Source: an optimization exercise on an open RTL-to-GDS flow (aim: small area, a short achievable clock period and few clock cycles per item). Production flows keep margins and buffers that such runs may drop.
Only simulation tests tie the RTL to the original design; equivalence was not proved.
Power and IR drop assume default switching activity.

==> flow/design.v, too long to show whole: its modules and the start of the top module <==
// module mem_word_next: 9 lines
// module row_dec: 14 lines
// module rd_sel2n: 9 lines
// module vnand2: 7 lines
// module vnand4: 9 lines
// module vnor2: 7 lines
// module axil_mem_subsys: 323 lines
module axil_mem_subsys (
  input  logic                  clk_i,
  input  logic                  rst_ni,
  input  logic                  req_i,
  output logic                  gnt_o,
  output logic                  rvalid_o,
  input  logic                  we_i,
  input  logic [(32 / 8)-1:0]   be_i,
  input  logic [32-1:0]   addr_i,
  input  logic [32-1:0]   wdata_i,
  output logic [32-1:0]   rdata_o,
  output logic                  err_o
);
  // ...
==> flow/flow/run.sh <==
#!/bin/bash
# The standard layout (standard.sh) with a few ORFS variables changed:
# - REMOVE_ABC_BUFFERS=1: the floorplan step removes synthesis buffers instead
#   of repairing timing before placement, when the high-fanout nets have no
#   buffers yet and every path looks slow;
# - the port buffers are buf_4 (the buf family can be resized for timing);
# - CTS without dummy loads, with larger sink clusters;
# - more rounds of antenna repair after detailed routing.
# Each tool's output goes to run.log in the work folder; ORFS keeps a log per
# step under orfs/logs.
set -euo pipefail
cd "$(dirname "$0")/.."
bash standard.sh \
  REMOVE_ABC_BUFFERS=1 \
  "BUFFER_PORTS_ARGS=-buffer_cell sky130_fd_sc_hd__buf_4" \
  "CTS_ARGS=-sink_clustering_enable -repair_clock_nets -dont_use_dummy_load -sink_clustering_size 30 -sink_clustering_max_diameter 70" \
  MAX_REPAIR_ANTENNAS_ITER_DRT=12 \
  finish > run.log 2>&1
==> flow/standard.sh <==
#!/bin/bash
# synth_recipe.tcl (not shown) runs the flow's synth.tcl, then flattens the netlist and writes it again
# the make line also repeats each setting of config.mk as NAME=value (left out here)
make -C /OpenROAD-flow-scripts/flow DESIGN_CONFIG=/design/flow/config.mk WORK_HOME=/design/flow/orfs CLKGATE_MAP_FILE= SYNTH_SCRIPT=/design/flow/synth_recipe.tcl "${@:-finish}"
==> flow/config.mk <==
export PLATFORM = sky130hd
export DESIGN_NAME = axil_mem_subsys
export DESIGN_NICKNAME = axil_mem_subsys
export VERILOG_FILES = /design/flow/design.v
export SDC_FILE = /design/flow/constraint.sdc
export NUM_CORES = 8
export LEC_CHECK = 0
export CAP_MARGIN = 40
export CORE_MARGIN = 2
export CORE_UTILIZATION = 60
export SETUP_SLACK_MARGIN = 4.5
export SLEW_MARGIN = 50
export SYNTH_HIERARCHICAL = 1
==> flow/constraint.sdc <==
create_clock -name core_clock -period 8.0 [get_ports {clk_i}]
set_input_delay 1.6000 -clock core_clock [delete_from_list [all_inputs] [get_ports {clk_i}]]
set_output_delay 1.6000 -clock core_clock [all_outputs]
set_load 0.01 [all_outputs]
==> impl_metrics.env, run 1 <==
export IMPL_power_frac_clock=0.337
export IMPL_ff2ff_setup_slack_ns=4.47
export IMPL_antenna_found_initial=76
export IMPL_cts_resized=1002
export IMPL_row_count=243
export IMPL_synth_top_flop_cell="dfxtp_1"
export IMPL_critical_path_cell_count=12
export IMPL_layout_commonest_cell="o22ai_1"
export IMPL_dpl_cell_area_um2=279000
export IMPL_rsz0062_at_grt="true"
export IMPL_drc=0
export IMPL_synth_compound_area_frac=0.293
export IMPL_sequentialPower_mw=41.1
export IMPL_max_stage_delay_ns=0.57
export IMPL_critPathMaxFanout=26
export IMPL_grt_pass1_vias=229000
export IMPL_coreArea_um2=437000
export IMPL_met2_usage=0.651
export IMPL_status="finished clean"
export IMPL_regMostFlops="mem_q"
export IMPL_largest_reg_flops=8192
export IMPL_drt_met1_wl_um=413000
export IMPL_grt_ovfl_total=0
export IMPL_diodes=61
export IMPL_synth_area_leaders="dfxtp_1, o22ai_1, nor2_1"
export IMPL_ctsHoldBuffers=0
export IMPL_fillers=33500
export IMPL_final_cells=32800
export IMPL_cts_buffers=406
export IMPL_inverters=1
export IMPL_drt_iter0_drc=41100
export IMPL_seq_share=0.543
export IMPL_pre_cts_slack_ns=2.26
export IMPL_hold_worst_slack_ns=0.444
export IMPL_min_to="mem_q[3596]"
export IMPL_largest_registers="mem_q x8192, part_q x64"
export IMPL_timing_rr_end="mem_q[2925]"
export IMPL_worst_clock_skew_ns=0.0899
export IMPL_route_met2_wl_um=462000
export IMPL_dieWidth_um=666
Testbench counts, summed over its fixed seeds: cycles 4,808, accesses 4,800.
==> module row_dec, before the edit <==
module row_dec (
  input  logic             lo,        
  input  logic             hi,        
  input  logic             hiw,       
  input  logic             hiw_n,
  input  logic [(32 / 8)-1:0] lob_n,  
  output logic             sel_n,
  output logic             wsel_n,
  output logic [(32 / 8)-1:0] wsel
);
  assign sel_n  = ~(lo & hi);
  assign wsel_n = ~(lo & hiw);
  assign wsel   = ~(lob_n | {(32 / 8){hiw_n}});
endmodule
==> module rd_sel2n, before the edit <==
module rd_sel2n (
  input  logic [32-1:0] sel_n0,
  input  logic [32-1:0] sel_n1,
  input  logic [32-1:0] q0,
  input  logic [32-1:0] q1,
  output logic [32-1:0] y
);
  assign y = ~((q0 | sel_n0) & (q1 | sel_n1));
endmodule
==> module vnand2, before the edit <==
module vnand2 (
  input  logic [32-1:0] a,
  input  logic [32-1:0] b,
  output logic [32-1:0] y
);
  assign y = ~(a & b);
endmodule
==> module vnand4, before the edit <==
module vnand4 (
  input  logic [32-1:0] a,
  input  logic [32-1:0] b,
  input  logic [32-1:0] c,
  input  logic [32-1:0] d,
  output logic [32-1:0] y
);
  assign y = ~(a & b & c & d);
endmodule
==> module vnor2, before the edit <==
module vnor2 (
  input  logic [32-1:0] a,
  input  logic [32-1:0] b,
  output logic [32-1:0] y
);
  assign y = ~(a | b);
endmodule
==> run 2: changes to the inputs <==
==> flow/design.v (replaced) <==
package axil_bridge_pkg;
  typedef enum logic [1:0] {
    RESP_OKAY   = 2'b00,
    RESP_EXOKAY = 2'b01,
    RESP_SLVERR = 2'b10,
    RESP_DECERR = 2'b11
  } axi_resp_e;
  typedef enum logic [3:0] {
    IDLE,
    READ_START,
    AR_HANDSHAKE,
    R_HANDSHAKE,
    READ_END,
    WRITE_START,
    AW_HANDSHAKE,
    W_HANDSHAKE,
    WRITE_END
  } bridge_state_e;
endpackage
module predec (
  input  logic [15:2]    addr,
  input  logic           wr,       
  output logic [16-1:0] lo,
  output logic [16-1:0] low,
  output logic [16-1:0] low_n,
  output logic [16-1:0] hi
);
  logic in_range;
  assign in_range = addr[15:10] == '0;
  always_comb begin
    for (int k = 0; k < 16; k++) begin
      lo[k]    = addr[5:2] == k[3:0];
      low[k]   = lo[k] & wr;
      low_n[k] = ~low[k];
    end
    for (int k = 0; k < 16; k++) begin
      hi[k] = in_range & (addr[9:6] == k[3:0]);
    end
  end
endmodule
module hi_wr (
  input  logic [16-1:0] hi,
  output logic [16-1:0] hiw_n
);
  assign hiw_n = ~hi;
endmodule
module row_dec (
  input  logic lo,
  input  logic hi,
  input  logic low,
  input  logic low_n,
  input  logic hi_n,
  output logic sel_n,
  output logic wsel,
  output logic wsel_n
);
  assign sel_n  = ~(lo & hi);
  assign wsel   = ~(low_n | hi_n);
  assign wsel_n = ~(low & hi);
endmodule
module mem_next (
  input  logic [8-1:0] q,
  input  logic [8-1:0] wsel,      
  input  logic [8-1:0] wsel_n,
  input  logic [8-1:0] wcol,
  output logic [8-1:0] d
);
  assign d = ~((q | wsel) & (wsel_n | wcol));
endmodule
module rd_sel2n (
  input  logic [8-1:0] sel_n0,    
  input  logic [8-1:0] sel_n1,
  input  logic [8-1:0] q0,
  input  logic [8-1:0] q1,
  output logic [8-1:0] y
);
  assign y = ~((q0 | sel_n0) & (q1 | sel_n1));
endmodule
module vnand2 (
  input  logic [8-1:0] a,
  input  logic [8-1:0] b,
  output logic [8-1:0] y
);
  assign y = ~(a & b);
endmodule
module vnand4 (
  input  logic [8-1:0] a,
  input  logic [8-1:0] b,
  input  logic [8-1:0] c,
  input  logic [8-1:0] d,
  output logic [8-1:0] y
);
  assign y = ~(a & b & c & d);
endmodule
module vnor2 (
  input  logic [8-1:0] a,
  input  logic [8-1:0] b,
  output logic [8-1:0] y
);
  assign y = ~(a | b);
endmodule
`timescale 1ns/1ps
module axil_mem_subsys (
  input  logic                  clk_i,
  input  logic                  rst_ni,
  input  logic                  req_i,
  output logic                  gnt_o,
  output logic                  rvalid_o,
  input  logic                  we_i,
  input  logic [(32 / 8)-1:0]   be_i,
  input  logic [32-1:0]   addr_i,
  input  logic [32-1:0]   wdata_i,
  output logic [32-1:0]   rdata_o,
  output logic                  err_o
);
  localparam int NW  = 256;
  localparam int DW  = 32;
  localparam int BW  = (32 / 8);
  localparam int NS  = 4;          
  localparam int SW  = DW / NS;       
  logic [NW*DW-1:0] mem_q;
  logic [NW*DW-1:0] mem_d;
  logic             p_q;
  logic             in_range;
  logic             wr;
  logic [DW-1:0]    wcol;      
  logic [NS*2*SW-1:0] part_d;    
  logic [NS*2*SW-1:0] part_q;
  logic [NS-1:0]    inv_q;     
  logic [DW-1:0]    rd;
  logic             rvalid_q;
  logic             err_q;
  assign in_range = addr_i[15:10] == '0;
  assign wr       = req_i & we_i & rst_ni;
  always_comb begin
    for (int i = 0; i < DW; i++) begin
      wcol[i] = wdata_i[i] ^ p_q;
    end
  end
  always_ff @(posedge clk_i) begin
    p_q   <= ~p_q;
    mem_q <= mem_d;
  end
  for (genvar s = 0; s < NS; s++) begin : g_slice
    logic [16-1:0] lo, low, low_n;
    logic [16-1:0] hi, hi_n;
    logic [NW-1:0]  sel_n;     
    logic [NW-1:0]  wsel;      
    logic [NW-1:0]  wsel_n;
    predec u_pre (
      .addr  (addr_i[15:2]),
      .wr    (wr & (|be_i[s*1 +: 1])),
      .lo    (lo),
      .low   (low),
      .low_n (low_n),
      .hi    (hi)
    );
    hi_wr u_hin (.hi (hi), .hiw_n (hi_n));
    for (genvar r = 0; r < NW; r++) begin : g_word
      row_dec u_dec (
        .lo     (lo[r%16]),
        .hi     (hi[r/16]),
        .low    (low[r%16]),
        .low_n  (low_n[r%16]),
        .hi_n   (hi_n[r/16]),
        .sel_n  (sel_n[r]),
        .wsel   (wsel[r]),
        .wsel_n (wsel_n[r])
      );
      mem_next u_next (
        .q      (mem_q[r*DW + s*SW +: SW]),
        .wsel   ({SW{wsel[r]}}),
        .wsel_n ({SW{wsel_n[r]}}),
        .wcol   (wcol[s*SW +: SW]),
        .d      (mem_d[r*DW + s*SW +: SW])
      );
    end
    logic [128*SW-1:0] l1;
    rd_sel2n u_l1_0 (.sel_n0 ({SW{sel_n[0]}}), .sel_n1 ({SW{sel_n[1]}}), .q0 (mem_q[(0*DW + s*SW) +: SW]), .q1 (mem_q[(1*DW + s*SW) +: SW]), .y (l1[0*SW +: SW]));
    rd_sel2n u_l1_1 (.sel_n0 ({SW{sel_n[2]}}), .sel_n1 ({SW{sel_n[3]}}), .q0 (mem_q[(2*DW + s*SW) +: SW]), .q1 (mem_q[(3*DW + s*SW) +: SW]), .y (l1[1*SW +: SW]));
    rd_sel2n u_l1_2 (.sel_n0 ({SW{sel_n[4]}}), .sel_n1 ({SW{sel_n[5]}}), .q0 (mem_q[(4*DW + s*SW) +: SW]), .q1 (mem_q[(5*DW + s*SW) +: SW]), .y (l1[2*SW +: SW]));
    rd_sel2n u_l1_3 (.sel_n0 ({SW{sel_n[6]}}), .sel_n1 ({SW{sel_n[7]}}), .q0 (mem_q[(6*DW + s*SW) +: SW]), .q1 (mem_q[(7*DW + s*SW) +: SW]), .y (l1[3*SW +: SW]));
    rd_sel2n u_l1_4 (.sel_n0 ({SW{sel_n[8]}}), .sel_n1 ({SW{sel_n[9]}}), .q0 (mem_q[(8*DW + s*SW) +: SW]), .q1 (mem_q[(9*DW + s*SW) +: SW]), .y (l1[4*SW +: SW]));
    rd_sel2n u_l1_5 (.sel_n0 ({SW{sel_n[10]}}), .sel_n1 ({SW{sel_n[11]}}), .q0 (mem_q[(10*DW + s*SW) +: SW]), .q1 (mem_q[(11*DW + s*SW) +: SW]), .y (l1[5*SW +: SW]));
    rd_sel2n u_l1_6 (.sel_n0 ({SW{sel_n[12]}}), .sel_n1 ({SW{sel_n[13]}}), .q0 (mem_q[(12*DW + s*SW) +: SW]), .q1 (mem_q[(13*DW + s*SW) +: SW]), .y (l1[6*SW +: SW]));
    rd_sel2n u_l1_7 (.sel_n0 ({SW{sel_n[14]}}), .sel_n1 ({SW{sel_n[15]}}), .q0 (mem_q[(14*DW + s*SW) +: SW]), .q1 (mem_q[(15*DW + s*SW) +: SW]), .y (l1[7*SW +: SW]));
    rd_sel2n u_l1_8 (.sel_n0 ({SW{sel_n[16]}}), .sel_n1 ({SW{sel_n[17]}}), .q0 (mem_q[(16*DW + s*SW) +: SW]), .q1 (mem_q[(17*DW + s*SW) +: SW]), .y (l1[8*SW +: SW]));
    rd_sel2n u_l1_9 (.sel_n0 ({SW{sel_n[18]}}), .sel_n1 ({SW{sel_n[19]}}), .q0 (mem_q[(18*DW + s*SW) +: SW]), .q1 (mem_q[(19*DW + s*SW) +: SW]), .y (l1[9*SW +: SW]));
    rd_sel2n u_l1_10 (.sel_n0 ({SW{sel_n[20]}}), .sel_n1 ({SW{sel_n[21]}}), .q0 (mem_q[(20*DW + s*SW) +: SW]), .q1 (mem_q[(21*DW + s*SW) +: SW]), .y (l1[10*SW +: SW]));
    rd_sel2n u_l1_11 (.sel_n0 ({SW{sel_n[22]}}), .sel_n1 ({SW{sel_n[23]}}), .q0 (mem_q[(22*DW + s*SW) +: SW]), .q1 (mem_q[(23*DW + s*SW) +: SW]), .y (l1[11*SW +: SW]));
    rd_sel2n u_l1_12 (.sel_n0 ({SW{sel_n[24]}}), .sel_n1 ({SW{sel_n[25]}}), .q0 (mem_q[(24*DW + s*SW) +: SW]), .q1 (mem_q[(25*DW + s*SW) +: SW]), .y (l1[12*SW +: SW]));
    rd_sel2n u_l1_13 (.sel_n0 ({SW{sel_n[26]}}), .sel_n1 ({SW{sel_n[27]}}), .q0 (mem_q[(26*DW + s*SW) +: SW]), .q1 (mem_q[(27*DW + s*SW) +: SW]), .y (l1[13*SW +: SW]));
    rd_sel2n u_l1_14 (.sel_n0 ({SW{sel_n[28]}}), .sel_n1 ({SW{sel_n[29]}}), .q0 (mem_q[(28*DW + s*SW) +: SW]), .q1 (mem_q[(29*DW + s*SW) +: SW]), .y (l1[14*SW +: SW]));
    rd_sel2n u_l1_15 (.sel_n0 ({SW{sel_n[30]}}), .sel_n1 ({SW{sel_n[31]}}), .q0 (mem_q[(30*DW + s*SW) +: SW]), .q1 (mem_q[(31*DW + s*SW) +: SW]), .y (l1[15*SW +: SW]));
    rd_sel2n u_l1_16 (.sel_n0 ({SW{sel_n[32]}}), .sel_n1 ({SW{sel_n[33]}}), .q0 (mem_q[(32*DW + s*SW) +: SW]), .q1 (mem_q[(33*DW + s*SW) +: SW]), .y (l1[16*SW +: SW]));
    rd_sel2n u_l1_17 (.sel_n0 ({SW{sel_n[34]}}), .sel_n1 ({SW{sel_n[35]}}), .q0 (mem_q[(34*DW + s*SW) +: SW]), .q1 (mem_q[(35*DW + s*SW) +: SW]), .y (l1[17*SW +: SW]));
    rd_sel2n u_l1_18 (.sel_n0 ({SW{sel_n[36]}}), .sel_n1 ({SW{sel_n[37]}}), .q0 (mem_q[(36*DW + s*SW) +: SW]), .q1 (mem_q[(37*DW + s*SW) +: SW]), .y (l1[18*SW +: SW]));
    rd_sel2n u_l1_19 (.sel_n0 ({SW{sel_n[38]}}), .sel_n1 ({SW{sel_n[39]}}), .q0 (mem_q[(38*DW + s*SW) +: SW]), .q1 (mem_q[(39*DW + s*SW) +: SW]), .y (l1[19*SW +: SW]));
    rd_sel2n u_l1_20 (.sel_n0 ({SW{sel_n[40]}}), .sel_n1 ({SW{sel_n[41]}}), .q0 (mem_q[(40*DW + s*SW) +: SW]), .q1 (mem_q[(41*DW + s*SW) +: SW]), .y (l1[20*SW +: SW]));
    rd_sel2n u_l1_21 (.sel_n0 ({SW{sel_n[42]}}), .sel_n1 ({SW{sel_n[43]}}), .q0 (mem_q[(42*DW + s*SW) +: SW]), .q1 (mem_q[(43*DW + s*SW) +: SW]), .y (l1[21*SW +: SW]));
    rd_sel2n u_l1_22 (.sel_n0 ({SW{sel_n[44]}}), .sel_n1 ({SW{sel_n[45]}}), .q0 (mem_q[(44*DW + s*SW) +: SW]), .q1 (mem_q[(45*DW + s*SW) +: SW]), .y (l1[22*SW +: SW]));
    rd_sel2n u_l1_23 (.sel_n0 ({SW{sel_n[46]}}), .sel_n1 ({SW{sel_n[47]}}), .q0 (mem_q[(46*DW + s*SW) +: SW]), .q1 (mem_q[(47*DW + s*SW) +: SW]), .y (l1[23*SW +: SW]));
    rd_sel2n u_l1_24 (.sel_n0 ({SW{sel_n[48]}}), .sel_n1 ({SW{sel_n[49]}}), .q0 (mem_q[(48*DW + s*SW) +: SW]), .q1 (mem_q[(49*DW + s*SW) +: SW]), .y (l1[24*SW +: SW]));
    rd_sel2n u_l1_25 (.sel_n0 ({SW{sel_n[50]}}), .sel_n1 ({SW{sel_n[51]}}), .q0 (mem_q[(50*DW + s*SW) +: SW]), .q1 (mem_q[(51*DW + s*SW) +: SW]), .y (l1[25*SW +: SW]));
    rd_sel2n u_l1_26 (.sel_n0 ({SW{sel_n[52]}}), .sel_n1 ({SW{sel_n[53]}}), .q0 (mem_q[(52*DW + s*SW) +: SW]), .q1 (mem_q[(53*DW + s*SW) +: SW]), .y (l1[26*SW +: SW]));
    rd_sel2n u_l1_27 (.sel_n0 ({SW{sel_n[54]}}), .sel_n1 ({SW{sel_n[55]}}), .q0 (mem_q[(54*DW + s*SW) +: SW]), .q1 (mem_q[(55*DW + s*SW) +: SW]), .y (l1[27*SW +: SW]));
    rd_sel2n u_l1_28 (.sel_n0 ({SW{sel_n[56]}}), .sel_n1 ({SW{sel_n[57]}}), .q0 (mem_q[(56*DW + s*SW) +: SW]), .q1 (mem_q[(57*DW + s*SW) +: SW]), .y (l1[28*SW +: SW]));
    rd_sel2n u_l1_29 (.sel_n0 ({SW{sel_n[58]}}), .sel_n1 ({SW{sel_n[59]}}), .q0 (mem_q[(58*DW + s*SW) +: SW]), .q1 (mem_q[(59*DW + s*SW) +: SW]), .y (l1[29*SW +: SW]));
    rd_sel2n u_l1_30 (.sel_n0 ({SW{sel_n[60]}}), .sel_n1 ({SW{sel_n[61]}}), .q0 (mem_q[(60*DW + s*SW) +: SW]), .q1 (mem_q[(61*DW + s*SW) +: SW]), .y (l1[30*SW +: SW]));
    rd_sel2n u_l1_31 (.sel_n0 ({SW{sel_n[62]}}), .sel_n1 ({SW{sel_n[63]}}), .q0 (mem_q[(62*DW + s*SW) +: SW]), .q1 (mem_q[(63*DW + s*SW) +: SW]), .y (l1[31*SW +: SW]));
    rd_sel2n u_l1_32 (.sel_n0 ({SW{sel_n[64]}}), .sel_n1 ({SW{sel_n[65]}}), .q0 (mem_q[(64*DW + s*SW) +: SW]), .q1 (mem_q[(65*DW + s*SW) +: SW]), .y (l1[32*SW +: SW]));
    rd_sel2n u_l1_33 (.sel_n0 ({SW{sel_n[66]}}), .sel_n1 ({SW{sel_n[67]}}), .q0 (mem_q[(66*DW + s*SW) +: SW]), .q1 (mem_q[(67*DW + s*SW) +: SW]), .y (l1[33*SW +: SW]));
    rd_sel2n u_l1_34 (.sel_n0 ({SW{sel_n[68]}}), .sel_n1 ({SW{sel_n[69]}}), .q0 (mem_q[(68*DW + s*SW) +: SW]), .q1 (mem_q[(69*DW + s*SW) +: SW]), .y (l1[34*SW +: SW]));
    rd_sel2n u_l1_35 (.sel_n0 ({SW{sel_n[70]}}), .sel_n1 ({SW{sel_n[71]}}), .q0 (mem_q[(70*DW + s*SW) +: SW]), .q1 (mem_q[(71*DW + s*SW) +: SW]), .y (l1[35*SW +: SW]));
    rd_sel2n u_l1_36 (.sel_n0 ({SW{sel_n[72]}}), .sel_n1 ({SW{sel_n[73]}}), .q0 (mem_q[(72*DW + s*SW) +: SW]), .q1 (mem_q[(73*DW + s*SW) +: SW]), .y (l1[36*SW +: SW]));
    rd_sel2n u_l1_37 (.sel_n0 ({SW{sel_n[74]}}), .sel_n1 ({SW{sel_n[75]}}), .q0 (mem_q[(74*DW + s*SW) +: SW]), .q1 (mem_q[(75*DW + s*SW) +: SW]), .y (l1[37*SW +: SW]));
    rd_sel2n u_l1_38 (.sel_n0 ({SW{sel_n[76]}}), .sel_n1 ({SW{sel_n[77]}}), .q0 (mem_q[(76*DW + s*SW) +: SW]), .q1 (mem_q[(77*DW + s*SW) +: SW]), .y (l1[38*SW +: SW]));
    rd_sel2n u_l1_39 (.sel_n0 ({SW{sel_n[78]}}), .sel_n1 ({SW{sel_n[79]}}), .q0 (mem_q[(78*DW + s*SW) +: SW]), .q1 (mem_q[(79*DW + s*SW) +: SW]), .y (l1[39*SW +: SW]));
    rd_sel2n u_l1_40 (.sel_n0 ({SW{sel_n[80]}}), .sel_n1 ({SW{sel_n[81]}}), .q0 (mem_q[(80*DW + s*SW) +: SW]), .q1 (mem_q[(81*DW + s*SW) +: SW]), .y (l1[40*SW +: SW]));
    rd_sel2n u_l1_41 (.sel_n0 ({SW{sel_n[82]}}), .sel_n1 ({SW{sel_n[83]}}), .q0 (mem_q[(82*DW + s*SW) +: SW]), .q1 (mem_q[(83*DW + s*SW) +: SW]), .y (l1[41*SW +: SW]));
    rd_sel2n u_l1_42 (.sel_n0 ({SW{sel_n[84]}}), .sel_n1 ({SW{sel_n[85]}}), .q0 (mem_q[(84*DW + s*SW) +: SW]), .q1 (mem_q[(85*DW + s*SW) +: SW]), .y (l1[42*SW +: SW]));
    rd_sel2n u_l1_43 (.sel_n0 ({SW{sel_n[86]}}), .sel_n1 ({SW{sel_n[87]}}), .q0 (mem_q[(86*DW + s*SW) +: SW]), .q1 (mem_q[(87*DW + s*SW) +: SW]), .y (l1[43*SW +: SW]));
    rd_sel2n u_l1_44 (.sel_n0 ({SW{sel_n[88]}}), .sel_n1 ({SW{sel_n[89]}}), .q0 (mem_q[(88*DW + s*SW) +: SW]), .q1 (mem_q[(89*DW + s*SW) +: SW]), .y (l1[44*SW +: SW]));
    rd_sel2n u_l1_45 (.sel_n0 ({SW{sel_n[90]}}), .sel_n1 ({SW{sel_n[91]}}), .q0 (mem_q[(90*DW + s*SW) +: SW]), .q1 (mem_q[(91*DW + s*SW) +: SW]), .y (l1[45*SW +: SW]));
    rd_sel2n u_l1_46 (.sel_n0 ({SW{sel_n[92]}}), .sel_n1 ({SW{sel_n[93]}}), .q0 (mem_q[(92*DW + s*SW) +: SW]), .q1 (mem_q[(93*DW + s*SW) +: SW]), .y (l1[46*SW +: SW]));
    rd_sel2n u_l1_47 (.sel_n0 ({SW{sel_n[94]}}), .sel_n1 ({SW{sel_n[95]}}), .q0 (mem_q[(94*DW + s*SW) +: SW]), .q1 (mem_q[(95*DW + s*SW) +: SW]), .y (l1[47*SW +: SW]));
    rd_sel2n u_l1_48 (.sel_n0 ({SW{sel_n[96]}}), .sel_n1 ({SW{sel_n[97]}}), .q0 (mem_q[(96*DW + s*SW) +: SW]), .q1 (mem_q[(97*DW + s*SW) +: SW]), .y (l1[48*SW +: SW]));
    rd_sel2n u_l1_49 (.sel_n0 ({SW{sel_n[98]}}), .sel_n1 ({SW{sel_n[99]}}), .q0 (mem_q[(98*DW + s*SW) +: SW]), .q1 (mem_q[(99*DW + s*SW) +: SW]), .y (l1[49*SW +: SW]));
    rd_sel2n u_l1_50 (.sel_n0 ({SW{sel_n[100]}}), .sel_n1 ({SW{sel_n[101]}}), .q0 (mem_q[(100*DW + s*SW) +: SW]), .q1 (mem_q[(101*DW + s*SW) +: SW]), .y (l1[50*SW +: SW]));
    rd_sel2n u_l1_51 (.sel_n0 ({SW{sel_n[102]}}), .sel_n1 ({SW{sel_n[103]}}), .q0 (mem_q[(102*DW + s*SW) +: SW]), .q1 (mem_q[(103*DW + s*SW) +: SW]), .y (l1[51*SW +: SW]));
    rd_sel2n u_l1_52 (.sel_n0 ({SW{sel_n[104]}}), .sel_n1 ({SW{sel_n[105]}}), .q0 (mem_q[(104*DW + s*SW) +: SW]), .q1 (mem_q[(105*DW + s*SW) +: SW]), .y (l1[52*SW +: SW]));
    rd_sel2n u_l1_53 (.sel_n0 ({SW{sel_n[106]}}), .sel_n1 ({SW{sel_n[107]}}), .q0 (mem_q[(106*DW + s*SW) +: SW]), .q1 (mem_q[(107*DW + s*SW) +: SW]), .y (l1[53*SW +: SW]));
    rd_sel2n u_l1_54 (.sel_n0 ({SW{sel_n[108]}}), .sel_n1 ({SW{sel_n[109]}}), .q0 (mem_q[(108*DW + s*SW) +: SW]), .q1 (mem_q[(109*DW + s*SW) +: SW]), .y (l1[54*SW +: SW]));
    rd_sel2n u_l1_55 (.sel_n0 ({SW{sel_n[110]}}), .sel_n1 ({SW{sel_n[111]}}), .q0 (mem_q[(110*DW + s*SW) +: SW]), .q1 (mem_q[(111*DW + s*SW) +: SW]), .y (l1[55*SW +: SW]));
    rd_sel2n u_l1_56 (.sel_n0 ({SW{sel_n[112]}}), .sel_n1 ({SW{sel_n[113]}}), .q0 (mem_q[(112*DW + s*SW) +: SW]), .q1 (mem_q[(113*DW + s*SW) +: SW]), .y (l1[56*SW +: SW]));
    rd_sel2n u_l1_57 (.sel_n0 ({SW{sel_n[114]}}), .sel_n1 ({SW{sel_n[115]}}), .q0 (mem_q[(114*DW + s*SW) +: SW]), .q1 (mem_q[(115*DW + s*SW) +: SW]), .y (l1[57*SW +: SW]));
    rd_sel2n u_l1_58 (.sel_n0 ({SW{sel_n[116]}}), .sel_n1 ({SW{sel_n[117]}}), .q0 (mem_q[(116*DW + s*SW) +: SW]), .q1 (mem_q[(117*DW + s*SW) +: SW]), .y (l1[58*SW +: SW]));
    rd_sel2n u_l1_59 (.sel_n0 ({SW{sel_n[118]}}), .sel_n1 ({SW{sel_n[119]}}), .q0 (mem_q[(118*DW + s*SW) +: SW]), .q1 (mem_q[(119*DW + s*SW) +: SW]), .y (l1[59*SW +: SW]));
    rd_sel2n u_l1_60 (.sel_n0 ({SW{sel_n[120]}}), .sel_n1 ({SW{sel_n[121]}}), .q0 (mem_q[(120*DW + s*SW) +: SW]), .q1 (mem_q[(121*DW + s*SW) +: SW]), .y (l1[60*SW +: SW]));
    rd_sel2n u_l1_61 (.sel_n0 ({SW{sel_n[122]}}), .sel_n1 ({SW{sel_n[123]}}), .q0 (mem_q[(122*DW + s*SW) +: SW]), .q1 (mem_q[(123*DW + s*SW) +: SW]), .y (l1[61*SW +: SW]));
    rd_sel2n u_l1_62 (.sel_n0 ({SW{sel_n[124]}}), .sel_n1 ({SW{sel_n[125]}}), .q0 (mem_q[(124*DW + s*SW) +: SW]), .q1 (mem_q[(125*DW + s*SW) +: SW]), .y (l1[62*SW +: SW]));
    rd_sel2n u_l1_63 (.sel_n0 ({SW{sel_n[126]}}), .sel_n1 ({SW{sel_n[127]}}), .q0 (mem_q[(126*DW + s*SW) +: SW]), .q1 (mem_q[(127*DW + s*SW) +: SW]), .y (l1[63*SW +: SW]));
    rd_sel2n u_l1_64 (.sel_n0 ({SW{sel_n[128]}}), .sel_n1 ({SW{sel_n[129]}}), .q0 (mem_q[(128*DW + s*SW) +: SW]), .q1 (mem_q[(129*DW + s*SW) +: SW]), .y (l1[64*SW +: SW]));
    rd_sel2n u_l1_65 (.sel_n0 ({SW{sel_n[130]}}), .sel_n1 ({SW{sel_n[131]}}), .q0 (mem_q[(130*DW + s*SW) +: SW]), .q1 (mem_q[(131*DW + s*SW) +: SW]), .y (l1[65*SW +: SW]));
    rd_sel2n u_l1_66 (.sel_n0 ({SW{sel_n[132]}}), .sel_n1 ({SW{sel_n[133]}}), .q0 (mem_q[(132*DW + s*SW) +: SW]), .q1 (mem_q[(133*DW + s*SW) +: SW]), .y (l1[66*SW +: SW]));
    rd_sel2n u_l1_67 (.sel_n0 ({SW{sel_n[134]}}), .sel_n1 ({SW{sel_n[135]}}), .q0 (mem_q[(134*DW + s*SW) +: SW]), .q1 (mem_q[(135*DW + s*SW) +: SW]), .y (l1[67*SW +: SW]));
    rd_sel2n u_l1_68 (.sel_n0 ({SW{sel_n[136]}}), .sel_n1 ({SW{sel_n[137]}}), .q0 (mem_q[(136*DW + s*SW) +: SW]), .q1 (mem_q[(137*DW + s*SW) +: SW]), .y (l1[68*SW +: SW]));
    rd_sel2n u_l1_69 (.sel_n0 ({SW{sel_n[138]}}), .sel_n1 ({SW{sel_n[139]}}), .q0 (mem_q[(138*DW + s*SW) +: SW]), .q1 (mem_q[(139*DW + s*SW) +: SW]), .y (l1[69*SW +: SW]));
    rd_sel2n u_l1_70 (.sel_n0 ({SW{sel_n[140]}}), .sel_n1 ({SW{sel_n[141]}}), .q0 (mem_q[(140*DW + s*SW) +: SW]), .q1 (mem_q[(141*DW + s*SW) +: SW]), .y (l1[70*SW +: SW]));
    rd_sel2n u_l1_71 (.sel_n0 ({SW{sel_n[142]}}), .sel_n1 ({SW{sel_n[143]}}), .q0 (mem_q[(142*DW + s*SW) +: SW]), .q1 (mem_q[(143*DW + s*SW) +: SW]), .y (l1[71*SW +: SW]));
    rd_sel2n u_l1_72 (.sel_n0 ({SW{sel_n[144]}}), .sel_n1 ({SW{sel_n[145]}}), .q0 (mem_q[(144*DW + s*SW) +: SW]), .q1 (mem_q[(145*DW + s*SW) +: SW]), .y (l1[72*SW +: SW]));
    rd_sel2n u_l1_73 (.sel_n0 ({SW{sel_n[146]}}), .sel_n1 ({SW{sel_n[147]}}), .q0 (mem_q[(146*DW + s*SW) +: SW]), .q1 (mem_q[(147*DW + s*SW) +: SW]), .y (l1[73*SW +: SW]));
    rd_sel2n u_l1_74 (.sel_n0 ({SW{sel_n[148]}}), .sel_n1 ({SW{sel_n[149]}}), .q0 (mem_q[(148*DW + s*SW) +: SW]), .q1 (mem_q[(149*DW + s*SW) +: SW]), .y (l1[74*SW +: SW]));
    rd_sel2n u_l1_75 (.sel_n0 ({SW{sel_n[150]}}), .sel_n1 ({SW{sel_n[151]}}), .q0 (mem_q[(150*DW + s*SW) +: SW]), .q1 (mem_q[(151*DW + s*SW) +: SW]), .y (l1[75*SW +: SW]));
    rd_sel2n u_l1_76 (.sel_n0 ({SW{sel_n[152]}}), .sel_n1 ({SW{sel_n[153]}}), .q0 (mem_q[(152*DW + s*SW) +: SW]), .q1 (mem_q[(153*DW + s*SW) +: SW]), .y (l1[76*SW +: SW]));
    rd_sel2n u_l1_77 (.sel_n0 ({SW{sel_n[154]}}), .sel_n1 ({SW{sel_n[155]}}), .q0 (mem_q[(154*DW + s*SW) +: SW]), .q1 (mem_q[(155*DW + s*SW) +: SW]), .y (l1[77*SW +: SW]));
    rd_sel2n u_l1_78 (.sel_n0 ({SW{sel_n[156]}}), .sel_n1 ({SW{sel_n[157]}}), .q0 (mem_q[(156*DW + s*SW) +: SW]), .q1 (mem_q[(157*DW + s*SW) +: SW]), .y (l1[78*SW +: SW]));
    rd_sel2n u_l1_79 (.sel_n0 ({SW{sel_n[158]}}), .sel_n1 ({SW{sel_n[159]}}), .q0 (mem_q[(158*DW + s*SW) +: SW]), .q1 (mem_q[(159*DW + s*SW) +: SW]), .y (l1[79*SW +: SW]));
    rd_sel2n u_l1_80 (.sel_n0 ({SW{sel_n[160]}}), .sel_n1 ({SW{sel_n[161]}}), .q0 (mem_q[(160*DW + s*SW) +: SW]), .q1 (mem_q[(161*DW + s*SW) +: SW]), .y (l1[80*SW +: SW]));
    rd_sel2n u_l1_81 (.sel_n0 ({SW{sel_n[162]}}), .sel_n1 ({SW{sel_n[163]}}), .q0 (mem_q[(162*DW + s*SW) +: SW]), .q1 (mem_q[(163*DW + s*SW) +: SW]), .y (l1[81*SW +: SW]));
    rd_sel2n u_l1_82 (.sel_n0 ({SW{sel_n[164]}}), .sel_n1 ({SW{sel_n[165]}}), .q0 (mem_q[(164*DW + s*SW) +: SW]), .q1 (mem_q[(165*DW + s*SW) +: SW]), .y (l1[82*SW +: SW]));
    rd_sel2n u_l1_83 (.sel_n0 ({SW{sel_n[166]}}), .sel_n1 ({SW{sel_n[167]}}), .q0 (mem_q[(166*DW + s*SW) +: SW]), .q1 (mem_q[(167*DW + s*SW) +: SW]), .y (l1[83*SW +: SW]));
    rd_sel2n u_l1_84 (.sel_n0 ({SW{sel_n[168]}}), .sel_n1 ({SW{sel_n[169]}}), .q0 (mem_q[(168*DW + s*SW) +: SW]), .q1 (mem_q[(169*DW + s*SW) +: SW]), .y (l1[84*SW +: SW]));
    rd_sel2n u_l1_85 (.sel_n0 ({SW{sel_n[170]}}), .sel_n1 ({SW{sel_n[171]}}), .q0 (mem_q[(170*DW + s*SW) +: SW]), .q1 (mem_q[(171*DW + s*SW) +: SW]), .y (l1[85*SW +: SW]));
    rd_sel2n u_l1_86 (.sel_n0 ({SW{sel_n[172]}}), .sel_n1 ({SW{sel_n[173]}}), .q0 (mem_q[(172*DW + s*SW) +: SW]), .q1 (mem_q[(173*DW + s*SW) +: SW]), .y (l1[86*SW +: SW]));
    rd_sel2n u_l1_87 (.sel_n0 ({SW{sel_n[174]}}), .sel_n1 ({SW{sel_n[175]}}), .q0 (mem_q[(174*DW + s*SW) +: SW]), .q1 (mem_q[(175*DW + s*SW) +: SW]), .y (l1[87*SW +: SW]));
    rd_sel2n u_l1_88 (.sel_n0 ({SW{sel_n[176]}}), .sel_n1 ({SW{sel_n[177]}}), .q0 (mem_q[(176*DW + s*SW) +: SW]), .q1 (mem_q[(177*DW + s*SW) +: SW]), .y (l1[88*SW +: SW]));
    rd_sel2n u_l1_89 (.sel_n0 ({SW{sel_n[178]}}), .sel_n1 ({SW{sel_n[179]}}), .q0 (mem_q[(178*DW + s*SW) +: SW]), .q1 (mem_q[(179*DW + s*SW) +: SW]), .y (l1[89*SW +: SW]));
    rd_sel2n u_l1_90 (.sel_n0 ({SW{sel_n[180]}}), .sel_n1 ({SW{sel_n[181]}}), .q0 (mem_q[(180*DW + s*SW) +: SW]), .q1 (mem_q[(181*DW + s*SW) +: SW]), .y (l1[90*SW +: SW]));
    rd_sel2n u_l1_91 (.sel_n0 ({SW{sel_n[182]}}), .sel_n1 ({SW{sel_n[183]}}), .q0 (mem_q[(182*DW + s*SW) +: SW]), .q1 (mem_q[(183*DW + s*SW) +: SW]), .y (l1[91*SW +: SW]));
    rd_sel2n u_l1_92 (.sel_n0 ({SW{sel_n[184]}}), .sel_n1 ({SW{sel_n[185]}}), .q0 (mem_q[(184*DW + s*SW) +: SW]), .q1 (mem_q[(185*DW + s*SW) +: SW]), .y (l1[92*SW +: SW]));
    rd_sel2n u_l1_93 (.sel_n0 ({SW{sel_n[186]}}), .sel_n1 ({SW{sel_n[187]}}), .q0 (mem_q[(186*DW + s*SW) +: SW]), .q1 (mem_q[(187*DW + s*SW) +: SW]), .y (l1[93*SW +: SW]));
    rd_sel2n u_l1_94 (.sel_n0 ({SW{sel_n[188]}}), .sel_n1 ({SW{sel_n[189]}}), .q0 (mem_q[(188*DW + s*SW) +: SW]), .q1 (mem_q[(189*DW + s*SW) +: SW]), .y (l1[94*SW +: SW]));
    rd_sel2n u_l1_95 (.sel_n0 ({SW{sel_n[190]}}), .sel_n1 ({SW{sel_n[191]}}), .q0 (mem_q[(190*DW + s*SW) +: SW]), .q1 (mem_q[(191*DW + s*SW) +: SW]), .y (l1[95*SW +: SW]));
    rd_sel2n u_l1_96 (.sel_n0 ({SW{sel_n[192]}}), .sel_n1 ({SW{sel_n[193]}}), .q0 (mem_q[(192*DW + s*SW) +: SW]), .q1 (mem_q[(193*DW + s*SW) +: SW]), .y (l1[96*SW +: SW]));
    rd_sel2n u_l1_97 (.sel_n0 ({SW{sel_n[194]}}), .sel_n1 ({SW{sel_n[195]}}), .q0 (mem_q[(194*DW + s*SW) +: SW]), .q1 (mem_q[(195*DW + s*SW) +: SW]), .y (l1[97*SW +: SW]));
    rd_sel2n u_l1_98 (.sel_n0 ({SW{sel_n[196]}}), .sel_n1 ({SW{sel_n[197]}}), .q0 (mem_q[(196*DW + s*SW) +: SW]), .q1 (mem_q[(197*DW + s*SW) +: SW]), .y (l1[98*SW +: SW]));
    rd_sel2n u_l1_99 (.sel_n0 ({SW{sel_n[198]}}), .sel_n1 ({SW{sel_n[199]}}), .q0 (mem_q[(198*DW + s*SW) +: SW]), .q1 (mem_q[(199*DW + s*SW) +: SW]), .y (l1[99*SW +: SW]));
    rd_sel2n u_l1_100 (.sel_n0 ({SW{sel_n[200]}}), .sel_n1 ({SW{sel_n[201]}}), .q0 (mem_q[(200*DW + s*SW) +: SW]), .q1 (mem_q[(201*DW + s*SW) +: SW]), .y (l1[100*SW +: SW]));
    rd_sel2n u_l1_101 (.sel_n0 ({SW{sel_n[202]}}), .sel_n1 ({SW{sel_n[203]}}), .q0 (mem_q[(202*DW + s*SW) +: SW]), .q1 (mem_q[(203*DW + s*SW) +: SW]), .y (l1[101*SW +: SW]));
    rd_sel2n u_l1_102 (.sel_n0 ({SW{sel_n[204]}}), .sel_n1 ({SW{sel_n[205]}}), .q0 (mem_q[(204*DW + s*SW) +: SW]), .q1 (mem_q[(205*DW + s*SW) +: SW]), .y (l1[102*SW +: SW]));
    rd_sel2n u_l1_103 (.sel_n0 ({SW{sel_n[206]}}), .sel_n1 ({SW{sel_n[207]}}), .q0 (mem_q[(206*DW + s*SW) +: SW]), .q1 (mem_q[(207*DW + s*SW) +: SW]), .y (l1[103*SW +: SW]));
    rd_sel2n u_l1_104 (.sel_n0 ({SW{sel_n[208]}}), .sel_n1 ({SW{sel_n[209]}}), .q0 (mem_q[(208*DW + s*SW) +: SW]), .q1 (mem_q[(209*DW + s*SW) +: SW]), .y (l1[104*SW +: SW]));
    rd_sel2n u_l1_105 (.sel_n0 ({SW{sel_n[210]}}), .sel_n1 ({SW{sel_n[211]}}), .q0 (mem_q[(210*DW + s*SW) +: SW]), .q1 (mem_q[(211*DW + s*SW) +: SW]), .y (l1[105*SW +: SW]));
    rd_sel2n u_l1_106 (.sel_n0 ({SW{sel_n[212]}}), .sel_n1 ({SW{sel_n[213]}}), .q0 (mem_q[(212*DW + s*SW) +: SW]), .q1 (mem_q[(213*DW + s*SW) +: SW]), .y (l1[106*SW +: SW]));
    rd_sel2n u_l1_107 (.sel_n0 ({SW{sel_n[214]}}), .sel_n1 ({SW{sel_n[215]}}), .q0 (mem_q[(214*DW + s*SW) +: SW]), .q1 (mem_q[(215*DW + s*SW) +: SW]), .y (l1[107*SW +: SW]));
    rd_sel2n u_l1_108 (.sel_n0 ({SW{sel_n[216]}}), .sel_n1 ({SW{sel_n[217]}}), .q0 (mem_q[(216*DW + s*SW) +: SW]), .q1 (mem_q[(217*DW + s*SW) +: SW]), .y (l1[108*SW +: SW]));
    rd_sel2n u_l1_109 (.sel_n0 ({SW{sel_n[218]}}), .sel_n1 ({SW{sel_n[219]}}), .q0 (mem_q[(218*DW + s*SW) +: SW]), .q1 (mem_q[(219*DW + s*SW) +: SW]), .y (l1[109*SW +: SW]));
    rd_sel2n u_l1_110 (.sel_n0 ({SW{sel_n[220]}}), .sel_n1 ({SW{sel_n[221]}}), .q0 (mem_q[(220*DW + s*SW) +: SW]), .q1 (mem_q[(221*DW + s*SW) +: SW]), .y (l1[110*SW +: SW]));
    rd_sel2n u_l1_111 (.sel_n0 ({SW{sel_n[222]}}), .sel_n1 ({SW{sel_n[223]}}), .q0 (mem_q[(222*DW + s*SW) +: SW]), .q1 (mem_q[(223*DW + s*SW) +: SW]), .y (l1[111*SW +: SW]));
    rd_sel2n u_l1_112 (.sel_n0 ({SW{sel_n[224]}}), .sel_n1 ({SW{sel_n[225]}}), .q0 (mem_q[(224*DW + s*SW) +: SW]), .q1 (mem_q[(225*DW + s*SW) +: SW]), .y (l1[112*SW +: SW]));
    rd_sel2n u_l1_113 (.sel_n0 ({SW{sel_n[226]}}), .sel_n1 ({SW{sel_n[227]}}), .q0 (mem_q[(226*DW + s*SW) +: SW]), .q1 (mem_q[(227*DW + s*SW) +: SW]), .y (l1[113*SW +: SW]));
    rd_sel2n u_l1_114 (.sel_n0 ({SW{sel_n[228]}}), .sel_n1 ({SW{sel_n[229]}}), .q0 (mem_q[(228*DW + s*SW) +: SW]), .q1 (mem_q[(229*DW + s*SW) +: SW]), .y (l1[114*SW +: SW]));
    rd_sel2n u_l1_115 (.sel_n0 ({SW{sel_n[230]}}), .sel_n1 ({SW{sel_n[231]}}), .q0 (mem_q[(230*DW + s*SW) +: SW]), .q1 (mem_q[(231*DW + s*SW) +: SW]), .y (l1[115*SW +: SW]));
    rd_sel2n u_l1_116 (.sel_n0 ({SW{sel_n[232]}}), .sel_n1 ({SW{sel_n[233]}}), .q0 (mem_q[(232*DW + s*SW) +: SW]), .q1 (mem_q[(233*DW + s*SW) +: SW]), .y (l1[116*SW +: SW]));
    rd_sel2n u_l1_117 (.sel_n0 ({SW{sel_n[234]}}), .sel_n1 ({SW{sel_n[235]}}), .q0 (mem_q[(234*DW + s*SW) +: SW]), .q1 (mem_q[(235*DW + s*SW) +: SW]), .y (l1[117*SW +: SW]));
    rd_sel2n u_l1_118 (.sel_n0 ({SW{sel_n[236]}}), .sel_n1 ({SW{sel_n[237]}}), .q0 (mem_q[(236*DW + s*SW) +: SW]), .q1 (mem_q[(237*DW + s*SW) +: SW]), .y (l1[118*SW +: SW]));
    rd_sel2n u_l1_119 (.sel_n0 ({SW{sel_n[238]}}), .sel_n1 ({SW{sel_n[239]}}), .q0 (mem_q[(238*DW + s*SW) +: SW]), .q1 (mem_q[(239*DW + s*SW) +: SW]), .y (l1[119*SW +: SW]));
    rd_sel2n u_l1_120 (.sel_n0 ({SW{sel_n[240]}}), .sel_n1 ({SW{sel_n[241]}}), .q0 (mem_q[(240*DW + s*SW) +: SW]), .q1 (mem_q[(241*DW + s*SW) +: SW]), .y (l1[120*SW +: SW]));
    rd_sel2n u_l1_121 (.sel_n0 ({SW{sel_n[242]}}), .sel_n1 ({SW{sel_n[243]}}), .q0 (mem_q[(242*DW + s*SW) +: SW]), .q1 (mem_q[(243*DW + s*SW) +: SW]), .y (l1[121*SW +: SW]));
    rd_sel2n u_l1_122 (.sel_n0 ({SW{sel_n[244]}}), .sel_n1 ({SW{sel_n[245]}}), .q0 (mem_q[(244*DW + s*SW) +: SW]), .q1 (mem_q[(245*DW + s*SW) +: SW]), .y (l1[122*SW +: SW]));
    rd_sel2n u_l1_123 (.sel_n0 ({SW{sel_n[246]}}), .sel_n1 ({SW{sel_n[247]}}), .q0 (mem_q[(246*DW + s*SW) +: SW]), .q1 (mem_q[(247*DW + s*SW) +: SW]), .y (l1[123*SW +: SW]));
    rd_sel2n u_l1_124 (.sel_n0 ({SW{sel_n[248]}}), .sel_n1 ({SW{sel_n[249]}}), .q0 (mem_q[(248*DW + s*SW) +: SW]), .q1 (mem_q[(249*DW + s*SW) +: SW]), .y (l1[124*SW +: SW]));
    rd_sel2n u_l1_125 (.sel_n0 ({SW{sel_n[250]}}), .sel_n1 ({SW{sel_n[251]}}), .q0 (mem_q[(250*DW + s*SW) +: SW]), .q1 (mem_q[(251*DW + s*SW) +: SW]), .y (l1[125*SW +: SW]));
    rd_sel2n u_l1_126 (.sel_n0 ({SW{sel_n[252]}}), .sel_n1 ({SW{sel_n[253]}}), .q0 (mem_q[(252*DW + s*SW) +: SW]), .q1 (mem_q[(253*DW + s*SW) +: SW]), .y (l1[126*SW +: SW]));
    rd_sel2n u_l1_127 (.sel_n0 ({SW{sel_n[254]}}), .sel_n1 ({SW{sel_n[255]}}), .q0 (mem_q[(254*DW + s*SW) +: SW]), .q1 (mem_q[(255*DW + s*SW) +: SW]), .y (l1[127*SW +: SW]));
    logic [64*SW-1:0] t2;
    vnor2 u_t2_0 (.a (l1[0*SW +: SW]), .b (l1[1*SW +: SW]), .y (t2[0*SW +: SW]));
    vnor2 u_t2_1 (.a (l1[2*SW +: SW]), .b (l1[3*SW +: SW]), .y (t2[1*SW +: SW]));
    vnor2 u_t2_2 (.a (l1[4*SW +: SW]), .b (l1[5*SW +: SW]), .y (t2[2*SW +: SW]));
    vnor2 u_t2_3 (.a (l1[6*SW +: SW]), .b (l1[7*SW +: SW]), .y (t2[3*SW +: SW]));
    vnor2 u_t2_4 (.a (l1[8*SW +: SW]), .b (l1[9*SW +: SW]), .y (t2[4*SW +: SW]));
    vnor2 u_t2_5 (.a (l1[10*SW +: SW]), .b (l1[11*SW +: SW]), .y (t2[5*SW +: SW]));
    vnor2 u_t2_6 (.a (l1[12*SW +: SW]), .b (l1[13*SW +: SW]), .y (t2[6*SW +: SW]));
    vnor2 u_t2_7 (.a (l1[14*SW +: SW]), .b (l1[15*SW +: SW]), .y (t2[7*SW +: SW]));
    vnor2 u_t2_8 (.a (l1[16*SW +: SW]), .b (l1[17*SW +: SW]), .y (t2[8*SW +: SW]));
    vnor2 u_t2_9 (.a (l1[18*SW +: SW]), .b (l1[19*SW +: SW]), .y (t2[9*SW +: SW]));
    vnor2 u_t2_10 (.a (l1[20*SW +: SW]), .b (l1[21*SW +: SW]), .y (t2[10*SW +: SW]));
    vnor2 u_t2_11 (.a (l1[22*SW +: SW]), .b (l1[23*SW +: SW]), .y (t2[11*SW +: SW]));
    vnor2 u_t2_12 (.a (l1[24*SW +: SW]), .b (l1[25*SW +: SW]), .y (t2[12*SW +: SW]));
    vnor2 u_t2_13 (.a (l1[26*SW +: SW]), .b (l1[27*SW +: SW]), .y (t2[13*SW +: SW]));
    vnor2 u_t2_14 (.a (l1[28*SW +: SW]), .b (l1[29*SW +: SW]), .y (t2[14*SW +: SW]));
    vnor2 u_t2_15 (.a (l1[30*SW +: SW]), .b (l1[31*SW +: SW]), .y (t2[15*SW +: SW]));
    vnor2 u_t2_16 (.a (l1[32*SW +: SW]), .b (l1[33*SW +: SW]), .y (t2[16*SW +: SW]));
    vnor2 u_t2_17 (.a (l1[34*SW +: SW]), .b (l1[35*SW +: SW]), .y (t2[17*SW +: SW]));
    vnor2 u_t2_18 (.a (l1[36*SW +: SW]), .b (l1[37*SW +: SW]), .y (t2[18*SW +: SW]));
    vnor2 u_t2_19 (.a (l1[38*SW +: SW]), .b (l1[39*SW +: SW]), .y (t2[19*SW +: SW]));
    vnor2 u_t2_20 (.a (l1[40*SW +: SW]), .b (l1[41*SW +: SW]), .y (t2[20*SW +: SW]));
    vnor2 u_t2_21 (.a (l1[42*SW +: SW]), .b (l1[43*SW +: SW]), .y (t2[21*SW +: SW]));
    vnor2 u_t2_22 (.a (l1[44*SW +: SW]), .b (l1[45*SW +: SW]), .y (t2[22*SW +: SW]));
    vnor2 u_t2_23 (.a (l1[46*SW +: SW]), .b (l1[47*SW +: SW]), .y (t2[23*SW +: SW]));
    vnor2 u_t2_24 (.a (l1[48*SW +: SW]), .b (l1[49*SW +: SW]), .y (t2[24*SW +: SW]));
    vnor2 u_t2_25 (.a (l1[50*SW +: SW]), .b (l1[51*SW +: SW]), .y (t2[25*SW +: SW]));
    vnor2 u_t2_26 (.a (l1[52*SW +: SW]), .b (l1[53*SW +: SW]), .y (t2[26*SW +: SW]));
    vnor2 u_t2_27 (.a (l1[54*SW +: SW]), .b (l1[55*SW +: SW]), .y (t2[27*SW +: SW]));
    vnor2 u_t2_28 (.a (l1[56*SW +: SW]), .b (l1[57*SW +: SW]), .y (t2[28*SW +: SW]));
    vnor2 u_t2_29 (.a (l1[58*SW +: SW]), .b (l1[59*SW +: SW]), .y (t2[29*SW +: SW]));
    vnor2 u_t2_30 (.a (l1[60*SW +: SW]), .b (l1[61*SW +: SW]), .y (t2[30*SW +: SW]));
    vnor2 u_t2_31 (.a (l1[62*SW +: SW]), .b (l1[63*SW +: SW]), .y (t2[31*SW +: SW]));
    vnor2 u_t2_32 (.a (l1[64*SW +: SW]), .b (l1[65*SW +: SW]), .y (t2[32*SW +: SW]));
    vnor2 u_t2_33 (.a (l1[66*SW +: SW]), .b (l1[67*SW +: SW]), .y (t2[33*SW +: SW]));
    vnor2 u_t2_34 (.a (l1[68*SW +: SW]), .b (l1[69*SW +: SW]), .y (t2[34*SW +: SW]));
    vnor2 u_t2_35 (.a (l1[70*SW +: SW]), .b (l1[71*SW +: SW]), .y (t2[35*SW +: SW]));
    vnor2 u_t2_36 (.a (l1[72*SW +: SW]), .b (l1[73*SW +: SW]), .y (t2[36*SW +: SW]));
    vnor2 u_t2_37 (.a (l1[74*SW +: SW]), .b (l1[75*SW +: SW]), .y (t2[37*SW +: SW]));
    vnor2 u_t2_38 (.a (l1[76*SW +: SW]), .b (l1[77*SW +: SW]), .y (t2[38*SW +: SW]));
    vnor2 u_t2_39 (.a (l1[78*SW +: SW]), .b (l1[79*SW +: SW]), .y (t2[39*SW +: SW]));
    vnor2 u_t2_40 (.a (l1[80*SW +: SW]), .b (l1[81*SW +: SW]), .y (t2[40*SW +: SW]));
    vnor2 u_t2_41 (.a (l1[82*SW +: SW]), .b (l1[83*SW +: SW]), .y (t2[41*SW +: SW]));
    vnor2 u_t2_42 (.a (l1[84*SW +: SW]), .b (l1[85*SW +: SW]), .y (t2[42*SW +: SW]));
    vnor2 u_t2_43 (.a (l1[86*SW +: SW]), .b (l1[87*SW +: SW]), .y (t2[43*SW +: SW]));
    vnor2 u_t2_44 (.a (l1[88*SW +: SW]), .b (l1[89*SW +: SW]), .y (t2[44*SW +: SW]));
    vnor2 u_t2_45 (.a (l1[90*SW +: SW]), .b (l1[91*SW +: SW]), .y (t2[45*SW +: SW]));
    vnor2 u_t2_46 (.a (l1[92*SW +: SW]), .b (l1[93*SW +: SW]), .y (t2[46*SW +: SW]));
    vnor2 u_t2_47 (.a (l1[94*SW +: SW]), .b (l1[95*SW +: SW]), .y (t2[47*SW +: SW]));
    vnor2 u_t2_48 (.a (l1[96*SW +: SW]), .b (l1[97*SW +: SW]), .y (t2[48*SW +: SW]));
    vnor2 u_t2_49 (.a (l1[98*SW +: SW]), .b (l1[99*SW +: SW]), .y (t2[49*SW +: SW]));
    vnor2 u_t2_50 (.a (l1[100*SW +: SW]), .b (l1[101*SW +: SW]), .y (t2[50*SW +: SW]));
    vnor2 u_t2_51 (.a (l1[102*SW +: SW]), .b (l1[103*SW +: SW]), .y (t2[51*SW +: SW]));
    vnor2 u_t2_52 (.a (l1[104*SW +: SW]), .b (l1[105*SW +: SW]), .y (t2[52*SW +: SW]));
    vnor2 u_t2_53 (.a (l1[106*SW +: SW]), .b (l1[107*SW +: SW]), .y (t2[53*SW +: SW]));
    vnor2 u_t2_54 (.a (l1[108*SW +: SW]), .b (l1[109*SW +: SW]), .y (t2[54*SW +: SW]));
    vnor2 u_t2_55 (.a (l1[110*SW +: SW]), .b (l1[111*SW +: SW]), .y (t2[55*SW +: SW]));
    vnor2 u_t2_56 (.a (l1[112*SW +: SW]), .b (l1[113*SW +: SW]), .y (t2[56*SW +: SW]));
    vnor2 u_t2_57 (.a (l1[114*SW +: SW]), .b (l1[115*SW +: SW]), .y (t2[57*SW +: SW]));
    vnor2 u_t2_58 (.a (l1[116*SW +: SW]), .b (l1[117*SW +: SW]), .y (t2[58*SW +: SW]));
    vnor2 u_t2_59 (.a (l1[118*SW +: SW]), .b (l1[119*SW +: SW]), .y (t2[59*SW +: SW]));
    vnor2 u_t2_60 (.a (l1[120*SW +: SW]), .b (l1[121*SW +: SW]), .y (t2[60*SW +: SW]));
    vnor2 u_t2_61 (.a (l1[122*SW +: SW]), .b (l1[123*SW +: SW]), .y (t2[61*SW +: SW]));
    vnor2 u_t2_62 (.a (l1[124*SW +: SW]), .b (l1[125*SW +: SW]), .y (t2[62*SW +: SW]));
    vnor2 u_t2_63 (.a (l1[126*SW +: SW]), .b (l1[127*SW +: SW]), .y (t2[63*SW +: SW]));
    logic [16*SW-1:0] t3;
    vnand4 u_t3_0 (.a (t2[0*SW +: SW]), .b (t2[1*SW +: SW]), .c (t2[2*SW +: SW]), .d (t2[3*SW +: SW]), .y (t3[0*SW +: SW]));
    vnand4 u_t3_1 (.a (t2[4*SW +: SW]), .b (t2[5*SW +: SW]), .c (t2[6*SW +: SW]), .d (t2[7*SW +: SW]), .y (t3[1*SW +: SW]));
    vnand4 u_t3_2 (.a (t2[8*SW +: SW]), .b (t2[9*SW +: SW]), .c (t2[10*SW +: SW]), .d (t2[11*SW +: SW]), .y (t3[2*SW +: SW]));
    vnand4 u_t3_3 (.a (t2[12*SW +: SW]), .b (t2[13*SW +: SW]), .c (t2[14*SW +: SW]), .d (t2[15*SW +: SW]), .y (t3[3*SW +: SW]));
    vnand4 u_t3_4 (.a (t2[16*SW +: SW]), .b (t2[17*SW +: SW]), .c (t2[18*SW +: SW]), .d (t2[19*SW +: SW]), .y (t3[4*SW +: SW]));
    vnand4 u_t3_5 (.a (t2[20*SW +: SW]), .b (t2[21*SW +: SW]), .c (t2[22*SW +: SW]), .d (t2[23*SW +: SW]), .y (t3[5*SW +: SW]));
    vnand4 u_t3_6 (.a (t2[24*SW +: SW]), .b (t2[25*SW +: SW]), .c (t2[26*SW +: SW]), .d (t2[27*SW +: SW]), .y (t3[6*SW +: SW]));
    vnand4 u_t3_7 (.a (t2[28*SW +: SW]), .b (t2[29*SW +: SW]), .c (t2[30*SW +: SW]), .d (t2[31*SW +: SW]), .y (t3[7*SW +: SW]));
    vnand4 u_t3_8 (.a (t2[32*SW +: SW]), .b (t2[33*SW +: SW]), .c (t2[34*SW +: SW]), .d (t2[35*SW +: SW]), .y (t3[8*SW +: SW]));
    vnand4 u_t3_9 (.a (t2[36*SW +: SW]), .b (t2[37*SW +: SW]), .c (t2[38*SW +: SW]), .d (t2[39*SW +: SW]), .y (t3[9*SW +: SW]));
    vnand4 u_t3_10 (.a (t2[40*SW +: SW]), .b (t2[41*SW +: SW]), .c (t2[42*SW +: SW]), .d (t2[43*SW +: SW]), .y (t3[10*SW +: SW]));
    vnand4 u_t3_11 (.a (t2[44*SW +: SW]), .b (t2[45*SW +: SW]), .c (t2[46*SW +: SW]), .d (t2[47*SW +: SW]), .y (t3[11*SW +: SW]));
    vnand4 u_t3_12 (.a (t2[48*SW +: SW]), .b (t2[49*SW +: SW]), .c (t2[50*SW +: SW]), .d (t2[51*SW +: SW]), .y (t3[12*SW +: SW]));
    vnand4 u_t3_13 (.a (t2[52*SW +: SW]), .b (t2[53*SW +: SW]), .c (t2[54*SW +: SW]), .d (t2[55*SW +: SW]), .y (t3[13*SW +: SW]));
    vnand4 u_t3_14 (.a (t2[56*SW +: SW]), .b (t2[57*SW +: SW]), .c (t2[58*SW +: SW]), .d (t2[59*SW +: SW]), .y (t3[14*SW +: SW]));
    vnand4 u_t3_15 (.a (t2[60*SW +: SW]), .b (t2[61*SW +: SW]), .c (t2[62*SW +: SW]), .d (t2[63*SW +: SW]), .y (t3[15*SW +: SW]));
    logic [8*SW-1:0] t4;
    vnor2 u_t4_0 (.a (t3[0*SW +: SW]), .b (t3[1*SW +: SW]), .y (t4[0*SW +: SW]));
    vnor2 u_t4_1 (.a (t3[2*SW +: SW]), .b (t3[3*SW +: SW]), .y (t4[1*SW +: SW]));
    vnor2 u_t4_2 (.a (t3[4*SW +: SW]), .b (t3[5*SW +: SW]), .y (t4[2*SW +: SW]));
    vnor2 u_t4_3 (.a (t3[6*SW +: SW]), .b (t3[7*SW +: SW]), .y (t4[3*SW +: SW]));
    vnor2 u_t4_4 (.a (t3[8*SW +: SW]), .b (t3[9*SW +: SW]), .y (t4[4*SW +: SW]));
    vnor2 u_t4_5 (.a (t3[10*SW +: SW]), .b (t3[11*SW +: SW]), .y (t4[5*SW +: SW]));
    vnor2 u_t4_6 (.a (t3[12*SW +: SW]), .b (t3[13*SW +: SW]), .y (t4[6*SW +: SW]));
    vnor2 u_t4_7 (.a (t3[14*SW +: SW]), .b (t3[15*SW +: SW]), .y (t4[7*SW +: SW]));
    logic [4*SW-1:0] t5;
    vnand2 u_t5_0 (.a (t4[0*SW +: SW]), .b (t4[1*SW +: SW]), .y (t5[0*SW +: SW]));
    vnand2 u_t5_1 (.a (t4[2*SW +: SW]), .b (t4[3*SW +: SW]), .y (t5[1*SW +: SW]));
    vnand2 u_t5_2 (.a (t4[4*SW +: SW]), .b (t4[5*SW +: SW]), .y (t5[2*SW +: SW]));
    vnand2 u_t5_3 (.a (t4[6*SW +: SW]), .b (t4[7*SW +: SW]), .y (t5[3*SW +: SW]));
    logic [2*SW-1:0] t6;
    vnor2 u_t6_0 (.a (t5[0*SW +: SW]), .b (t5[1*SW +: SW]), .y (t6[0*SW +: SW]));
    vnor2 u_t6_1 (.a (t5[2*SW +: SW]), .b (t5[3*SW +: SW]), .y (t6[1*SW +: SW]));
    assign part_d[s*2*SW +: 2*SW] = {t6[1*SW +: SW], t6[0*SW +: SW]};
    assign rd[s*SW +: SW] = ~(part_q[(s*2 + 0)*SW +: SW] & part_q[(s*2 + 1)*SW +: SW]);
    always_ff @(posedge clk_i) begin
      inv_q[s] <= in_range & ~p_q;
    end
    assign rdata_o[s*SW +: SW] = rd[s*SW +: SW] ^ {SW{inv_q[s]}};
  end
  always_ff @(posedge clk_i) begin
    part_q <= part_d;
  end
  always_ff @(posedge clk_i) begin
    if (!rst_ni) begin
      rvalid_q <= 1'b0;
      err_q    <= 1'b0;
    end else begin
      rvalid_q <= req_i;
      err_q    <= req_i & ~in_range;
    end
  end
  assign gnt_o    = req_i;
  assign rvalid_o = rvalid_q;
  assign err_o    = err_q;
endmodule
==> run 2 against run 1 <==
Net effect: register-to-register slack better by 0.37 ns; largest power group unchanged; global-route usage shrank 6.4 points; sequential power barely moved; total power grew 0.15%; final cell count is 4.4% higher; critical endpoint is now rdata_o[5]; highest routed layer unchanged; die area is 2.5% higher; sequential cell count is the same; fmax up 0.92%; via count is 2.7% lower; largest cell class unchanged; still clean; sequential share of layout area up 0.83 points; synthesized area increased by 2.5%; critical path depth is 9 lower.
==> impl_metrics.env, run 2 <==
export IMPL_grt_pass1_wl_um=1460000
export IMPL_rsz0062_at_grt="true"
export IMPL_largest_reg_flops=8192
export IMPL_min_period_ns=3.85
export IMPL_drt_iter0_drc=33300
export IMPL_clock_sinks=8260
export IMPL_place_gp_congestion=0.968
export IMPL_synth_top_cell_by_area="dfxtp_1"
export IMPL_synth_top_area_frac=0.614
export IMPL_cts_path_max_buffers=4
export IMPL_layout_commonest_cell="o22ai_1"
export IMPL_syn_area_per_cell_um2=9.90
export IMPL_drc=0
export IMPL_hold_viol=0
export IMPL_antenna_left=0
export IMPL_post_route_period_util=0.481
export IMPL_end_kind="output port"
export IMPL_ys_types=29
export IMPL_synth_cells=27200
export IMPL_route_met2_wl_um=419000
export IMPL_firstDrtPassIters=7
export IMPL_die_y_um=674
export IMPL_hp_class="reg -> reg"
export IMPL_antenna_found_initial=37
export IMPL_grt_ovfl_total=0
export IMPL_synth_async_reset_ratio=0
export IMPL_irDropWorstVdd_mv=0.193
export IMPL_dieWidth_um=674
export IMPL_drive_gt1_frac=0.0794
export IMPL_topRoutingLayerUsed="met5"
export IMPL_cts_root_buffer="clkbuf_16"
export IMPL_critPathMaxFanout=16
export IMPL_synth_edf_count=0
export IMPL_clock_latency_ns=1.05
export IMPL_synth_seq_cells=8260
export IMPL_worst_clock_skew_ns=0.0741
export IMPL_ys_seq_area_frac=0.614
export IMPL_critical_path_arrival_ns=2.25
export IMPL_max_freq_ghz=0.260
export IMPL_track_usage=0.418
export IMPL_status="finished clean"
export IMPL_cts_tree="built"
export IMPL_synth_most_common_cell="o22ai_1"
export IMPL_routedWlPerCell_um=29.5
export IMPL_synth_area_um2=269000
export IMPL_place_inst=33600
export IMPL_final_cell_mix="o22ai_1, dfxtp_1, nor2_1"
export IMPL_drt_met1_wl_um=401000
export IMPL_row_count=246
export IMPL_slew_violations=0
export IMPL_powerDensity_nw_per_um2=218
export IMPL_largest_registers="mem_q x8192, part_q x64"
export IMPL_yosys_warnings=8
export IMPL_synth_top_flop_cell="dfxtp_1"
export IMPL_via_per_inst=7.32
export IMPL_worstMarginPinSlew_ns=0.993
export IMPL_path_clk_slew_ns=0.09
export IMPL_dr_total_vias=251000
export IMPL_setup_tns_final_ns=0
export IMPL_final_nets=28300
export IMPL_cap_violations=0
export IMPL_regMostFlops="mem_q"
export IMPL_grt_pass1_vias=229000
export IMPL_synth_area_leaders="dfxtp_1, o22ai_1, nor2_1"
export IMPL_setup_violations=0
export IMPL_io_buffer_count=88
export IMPL_coreArea_um2=448000
export IMPL_hpwl_um=631000
export IMPL_syn_to_final_growth_pct=11.3
export IMPL_wl_met3_um=127000
export IMPL_finalWirelength_um=1010000
export IMPL_crit_type="reg -> out"
export IMPL_cts_buffers=428
export IMPL_htree_levels=5
export IMPL_slew_headroom=0.338
export IMPL_io_pins=107
export IMPL_initial_core_util=0.601
export IMPL_critPathRequiredTime_ns=6.40
export IMPL_dieArea_um2=454000
export IMPL_final_cells=34200
export IMPL_ctsHoldBuffers=0
export IMPL_grt_max_degree=122
export IMPL_synthTopCellsByCount="o22ai_1, dfxtp_1, nor2_1"
export IMPL_cp_start_kind="register"
export IMPL_p_leak_nw=111
## run 2: critical path, cell delays in order (launching register included)
cell,delay [ns]
dfxtp_4,0.40
buf_12,0.28
xor2_2,0.27
buf_4,0.17
## run 2: area by class of cell
type	instances	area (um2)
sequential	8260	165000
fill	36500	148000
multi-input combinational	18800	108000
clock buffer	428	10700
tap	5952	7450
timing repair buffer	654	7310
inverter	65	323
antenna	38	95.1
## run 2: Yosys stat by module (local to each module, per instance), a selection
module	cells inside	times used
rd_sel2n	8	512
mem_next	8	1024
vnor2	8	296
row_dec	3	1024
vnand4	8	64
hi_wr	16	4
## run 2: metrics by stage
| step | setup slack (ns) | power (mW) | utilization | hold WS (ns) | instance area (um2) |
|---|---|---|---|---|---|
| floorplan | -3.30 | 42.9 | - | 0.422 | 269000 |
| global placement | 2.51 | 43.6 | 0.630 | 0.429 | 282000 |
| detailed placement | 2.53 | 43.7 | 0.634 | 0.438 | 284000 |
| CTS | 4.11 | 65.2 | 0.663 | 0.445 | 297000 |
| global route | 4.14 | 66.7 | 0.669 | 0.450 | 300000 |
| finish | 4.15 | 65.3 | 0.669 | 0.444 | 300000 |
## run 2: metal layers
layer	track usage	vias to the layer above
li1	-	111000
met1	0.577	121000
met2	0.598	15500
met3	0.110	2974
met4	0.230	36
met5	0.000850	-
## run 2: what timing repair did
action	in CTS	in global routing
pin swaps	49	32
gates resized for setup	358	662
cloned	0	5
endpoints found under the setup margin	6881	6180
buffers inserted	80	60
## run 2: logic make-up after synthesis
group,after synthesis,synth area share
buffers and inverters,110,0.00186
AOI/OAI and AO/OA,12300,0.285
and+or+nand+nor,6480,0.0969
xor gates and xnor gates,64,0.00208
DFF,8260,0.614
## run 2: worst paths after layout
kind / start / slack, ns / cells past startpoint / to
min: mem_q[1612] / 0.44 / 1 / mem_q[1612]
max reg2reg: p_q / 4.84 / 7 / mem_q[7909]
min reg2reg: mem_q[1612] / 0.44 / 1 / mem_q[1612]
max: inv_q[0] / 4.15 / 3 / rdata_o[5]
## run 2: power breakdown
part           switching, mW  internal [mW]
Combinational           1.41          0.413
Clock                   12.9           9.49
Sequential           0.00680           41.1
Testbench counts of run 2, summed over its fixed seeds: cycles 4,808, accesses 4,800.
